Background: an optimization exercise with open tools, aiming at small area and a short achievable clock period. Do not read the settings as production practice.
No run shown here included a check of the RTL's function; only the layout flow was run.
Power is estimated from default activity; no workload was simulated.

==> flow/design.v, too long to show whole: its modules and the start of the top module <==
// module booth_sd: 65 lines
// module fa_c: 10 lines
// module ha_c: 9 lines
// module sk_bg: 7 lines
// module sk_bh: 7 lines
// module sk_c0: 7 lines
// module sk_gi: 8 lines
// module sk_gn: 8 lines
// module sk_pi: 7 lines
// module sk_pn: 7 lines
// module sk_inv: 6 lines
// module sk_s: 7 lines
// module sk_sn: 7 lines
// module sk_sub: 248 lines
// module sk_lt: 100 lines
// module bbox_top: 3658 lines
module bbox_top #(
    parameter int SIGFIG     = 24,
    parameter int RADIX      = 10,
    parameter int PIPE_DEPTH = 3
) (
    input  logic                clk,
    input  logic                rst_n,
    input  logic [9*SIGFIG-1:0] tri_in,
    input  logic [3*SIGFIG-1:0] color_in,
    input  logic                valid_in,
    input  logic                halt,
    input  logic [2*SIGFIG-1:0] screen,
    input  logic [3:0]          subsample,
    output logic [9*SIGFIG-1:0] tri_out,
    output logic [3*SIGFIG-1:0] color_out,
    output logic [4*SIGFIG-1:0] box_out,
    output logic                valid_out
);
  // ...
==> flow/flow/run.sh <==
#!/bin/bash
# The standard layout (standard.sh, synthesis unchanged), with three changes:
#  - every port still gets its buffer, but a plain buf_1 rather than the delay
#    buffer buffer_ports picks by default; timing repair resizes it as needed
#  - timing repair up to clock tree synthesis is asked to leave extra setup
#    slack, so the resizer works on the paths that set the achieved period
#  - after global routing, timing repair only fixes real violations
set -euo pipefail
PORTS="BUFFER_PORTS_ARGS=-buffer_cell sky130_fd_sc_hd__buf_1"
bash standard.sh SETUP_SLACK_MARGIN=11.1 TNS_END_PERCENT=30 "$PORTS" cts > make_cts.log 2>&1
bash standard.sh "$PORTS" finish > make_finish.log 2>&1
==> flow/standard.sh <==
#!/bin/bash
# synth_recipe.tcl (not shown) runs the flow's synth.tcl, then flattens the netlist and writes it again
# the make line also repeats each setting of config.mk as NAME=value (left out here)
make -C /OpenROAD-flow-scripts/flow DESIGN_CONFIG=/design/flow/config.mk WORK_HOME=/design/flow/orfs CLKGATE_MAP_FILE= SYNTH_SCRIPT=/design/flow/synth_recipe.tcl "${@:-finish}"
==> flow/config.mk <==
export PLATFORM = sky130hd
export DESIGN_NAME = bbox_top
export DESIGN_NICKNAME = bbox_top
export VERILOG_FILES = /design/flow/design.v
export SDC_FILE = /design/flow/constraint.sdc
export NUM_CORES = 4
export LEC_CHECK = 0
export ABC_CLOCK_PERIOD_IN_PS = 4000
export CAP_MARGIN = 20
export CORE_MARGIN = 2
export CORE_UTILIZATION = 55
export CTS_CLUSTER_DIAMETER = 80
export CTS_CLUSTER_SIZE = 25
export SLEW_MARGIN = 20
export SYNTH_HIERARCHICAL = 1
==> flow/constraint.sdc <==
create_clock -name core_clock -period 15.0 [get_ports {clk}]
set_input_delay 3.0000 -clock core_clock [delete_from_list [all_inputs] [get_ports {clk}]]
set_output_delay 3.0000 -clock core_clock [all_outputs]
set_load 0.01 [all_outputs]
==> results.cfg, run 1 <==
[pwr]
powerDensity_nw_per_um2 = 240
combinationalPower_uw = 13900
p_int_uw = 13100

[grt]
grt_max_degree = 170
grt_first_pass_wirelength_um = 357000

[timing]
period_share = 0.293
max_freq_mhz = 228
setup_ws_ns = 10.61
finClkSkew_ns = 0.0535
hold_viol_final = 0

[floorplan]
core-area_um2 = 152000
die_x_um = 395
die_h_um = 395

[synthesis]
synth_compound_area_frac = 0.129
synthMuxAreaShare = 0.0129
synth-seq-cells = 1364

[cells_and_area]
fin_cells = 8859
seq_share = 0.435
diodes = 10
register_area_um2 = 40900

[critical_path]
cp.depth = 19
r2r_end = v1$_DFFE_PN0N_
critPathMaxStageDelay_ns = 0.46
crit_fanout = 7

[worst_hold_path]
min_path_type = register to register

[route]
wl_per_cell_um = 27.5

[status]
status = finished clean
==> inputs of run 2 (changes only) <==
--- a/flow/config.mk
+++ b/flow/config.mk
@@ -8,7 +8,7 @@
 export ABC_CLOCK_PERIOD_IN_PS = 4000
 export CAP_MARGIN = 20
 export CORE_MARGIN = 2
-export CORE_UTILIZATION = 55
+export CORE_UTILIZATION = 45
 export CTS_CLUSTER_DIAMETER = 80
 export CTS_CLUSTER_SIZE = 25
 export SLEW_MARGIN = 20
==> results.cfg, run 2 <==
[status]
status = finished clean

[critical_path]
cpLargestDelayFamily = compound AO/OA/AOI/OAI gates
path_class = register to register
startpoint_type = register
crit_chain = buf_4, o21bai_1, o211ai_1, a41oi_1, o311a_1, or3_1, buf_8, and2_4, a21oi_4, xnor2_1, nand2_1, nor2_4, nand2_1, o21ai_4, inv_1, o21ai_1, xor2_1, nor4b_1, a32o_1
required_ns = 15.71
crit_fanout = 28
critPathMostFrequentCell = nand2_1
critPathMaxStageDelay_ns = 0.60
path_buf_inv = 3
worst_ep_arrival_time_ns = 5.31
end_kind = register
crit_slowest_cell = buf_4

[route]
via_count = 54743
drc_errors = 0
totalWireLength_um = 250000
first_pass_iters = 7
viasPerCell = 5.91
postRouteAntennaNets = 0
wl_per_cell_um = 27.0
first_iter_violations = 5606

[clocking]
cts.hold.buffers_added = 0
root_buffer = clkbuf_16
cts.reportedPaths.clkPinSlew_ns = 0.10
clockBufferDepth = 3
clk_latency_ns = 0.77
cts_inserted_buffers = 84
tritoncts = done
cts_max_level = 3
clock-sinks = 1364

[synthesis]
synthSimpleGateAreaFrac = 0.0597
ys_types = 84
synth_compound_area_frac = 0.129
synth_area_um2 = 84100
synth-seq-cells = 1364
synthMuxAreaShare = 0.0129
yosys.area.top_type = edfxtp_1
synthCells = 6199
synth.area.top_cells = edfxtp_1, fa_1, xnor2_1
yosysSeqAreaShare = 0.487
synth_top_family_by_area = adder cells
synth-xor-area-share = 0.0915
synthFlopType = edfxtp_1
synth_top_area_share = 0.486
yosys_warnings = 43
avgSynthCellArea_um2 = 13.6
yosysMostFrequentCell = edfxtp_1
synth_edf_count = 1361
synth-adder-area-share = 0.185
async_reset_ff_frac = 0.00220
synthTopCellsByCount = edfxtp_1, xnor2_1, a22oi_1

[worst_hold_path]
min_path_type = register to register

[pwr]
powerDensity_nw_per_um2 = 238
finalPower_uw = 22100
p_leak_uw = 0.0328
irDropWorstVdd_uv = 225

[floorplan]
core-area_um2 = 185000
start_util = 0.453
dieArea_um2 = 190000
ios = 729
die_x_um = 436
die_h_um = 436
std_cell_rows = 158

[placed_design]
routabilityCongestion = 0.885
port_buffers = 714
place_hpwl_um = 170000
dp.cells = 9088

[timing]
tns_ns = 0
slew_viol_final = 0
period_needed_ns = 4.60
rsz0062_at_grt = no
finClkSkew_ns = 0.0633
tightestPinTransition_ns = 1.10
slew_headroom = 0.269
hold_viol_final = 0
max_freq_mhz = 217
setup_viol = 0
period_share = 0.307

[grt]
overflow = 0
grt_antenna_before_repair = 21
grt_util_all_layers = 0.257
grt_first_pass_wirelength_um = 364000
grt_max_degree = 166
grt_pass1_vias = 54876

[cells_and_area]
fin_cells = 9268
fin_nets = 7937
largestRegisters = t0 x216, t1 x216, t2 x216
drive_gt1_frac = 0.108
syn2layout_area_growth_pct = 10.5
final_cell_mix = edfxtp_1, xnor2_1, buf_1
mostFrequentLayoutCell = edfxtp_1

[job]
maxCapViolations = 0
[run 2: cell counts after synthesis]
No cell type changed its count.
[run 2: kinds of logic (layout without fill, tap and decap cells)]
logic type | count (synthesis) | after routing
AO/OA/AOI/OAI | 1456 | 1456
flip-flops | 1364 | 1364
XOR/XNOR | 878 | 878
adder cells (fa/ha/maj) | 874 | 874
AND/OR/NAND/NOR | 824 | 826
buffers and inverters | 695 | 1242
multiplexers | 104 | 104
other | 4 | 44
[run 2: metal layers]
layer  wire, um  global-route usage  share of wire  up-vias
met4       9460              0.0939          0.038       24
met3      23800              0.0681          0.095      588
met1      98600               0.334           0.39    27816
li1           -                   -              -    23434
met5        167                   0        0.00067        -
met2     118000               0.414           0.47     2881
[run 2: worst paths after layout]
kind / from / endpoint / slack (ns) / cells past startpoint
max reg2reg: b2_neg[8]$_DFFE_PN_ / v1$_DFFE_PN0N_ / 10.40 / 19
max: b2_neg[8]$_DFFE_PN_ / v1$_DFFE_PN0N_ / 10.40 / 19
min reg2reg: t1[24]$_DFFE_PN_ / t2[24]$_DFFE_PN_ / 0.40 / 0
min: t1[24]$_DFFE_PN_ / t2[24]$_DFFE_PN_ / 0.40 / 0
min in group asynchronous: rst_n / v2$_DFFE_PN0N_ / 2.03 / 1
max in group asynchronous: rst_n / v1$_DFFE_PN0N_ / 12.81 / 1
[run 2: what timing repair did]
item / CTS / global route
buffers inserted: 7 / 0
setup endpoints to repair: 1929 / 0
resized for setup: 89 / 0
[run 2: cell type report]
class | instances | area (um2)
Timing Repair inverter | 1 | 5.00
Antenna cell | 13 | 32.5
Multi-Input combinational cell | 4169 | 40500
Sequential cell | 1364 | 40900
Tap cell | 2480 | 3100
Clock inverter | 54 | 714
Inverter | 205 | 773
Clock buffer | 88 | 2140
Fill cell | 16065 | 92600
Timing Repair Buffer | 894 | 4640
[run 2: Yosys stat by module, one instance, submodules excluded, a selection]
| module | cells | copies in the design | flip-flops and latches | area (um2) |
|---|---|---|---|---|
| bbox_top | 3950 | 1 | 1364 | 58800 |
| fa_c | 1 | 614 | 0 | 20.0 |
| sk_gi | 1 | 124 | 0 | 8.76 |
| sk_sn | 1 | 24 | 0 | 8.76 |
| sk_bh | 1 | 146 | 0 | 8.76 |
| sk_c0 | 1 | 6 | 0 | 6.26 |
| sk_sub | 1 | 2 | 0 | 3.75 |
| sk_inv | 1 | 40 | 0 | 3.75 |
| sk_pn | 1 | 38 | 0 | 3.75 |
[run 2: metrics by stage]
stage | instance area [um2] | utilization | worst slack, ns | hold slack (ns)
finish | 92900 | 0.501 | 10.40 | 0.396
global route | 92900 | 0.501 | 10.15 | 0.402
CTS | 92800 | 0.501 | 10.47 | 0.398
detailed placement | 89100 | 0.480 | 8.10 | 0.405
global placement | 89100 | 0.480 | 8.20 | 0.400
floorplan | 84200 | - | -8.69 | 0.400
[run 2: report_power, final]
part,leakage [uW],internal [uW],switching (uW)
Sequential,0.0134,5790,233
Combinational,0.0181,5930,7620
Clock,0.00137,1160,1410
Total,0.0328,12900,9260

==> re-timing with driven ports <==
Ports are ideal in the flow. The routed layouts listed here were re-timed in OpenROAD. Step 1: set_driving_cell puts a clkbuf_16 on clk and a buf_2 on each other input, an assumption about the parent block. Step 2 times the ports against the registers' clock, not the clock port: input delays grow and output delays shrink by t, the midpoint of the rising clock arrivals with the driver on. a / b / c = no drivers / after step 1 / after step 2; a / b = the first two.
run | t, ns | slack for setup (ns) | hold WS [ns] | worst setup path at the end | latest minus earliest clock arrival (ns)
run 1 | 0.807 | 10.607 / 10.543 / 9.868 | 0.416 / 0.416 / 0.416 | input to register | 0.068 / 0.069
run 2 | 0.827 | 10.399 / 10.399 / 9.625 | 0.396 / 0.396 / 0.396 | input to register | 0.072 / 0.072
After both steps every run listed still meets setup and hold. The setup slack of run 2, which loses most, moves by 0.000 ns with the drivers and by -0.774 ns with both steps.
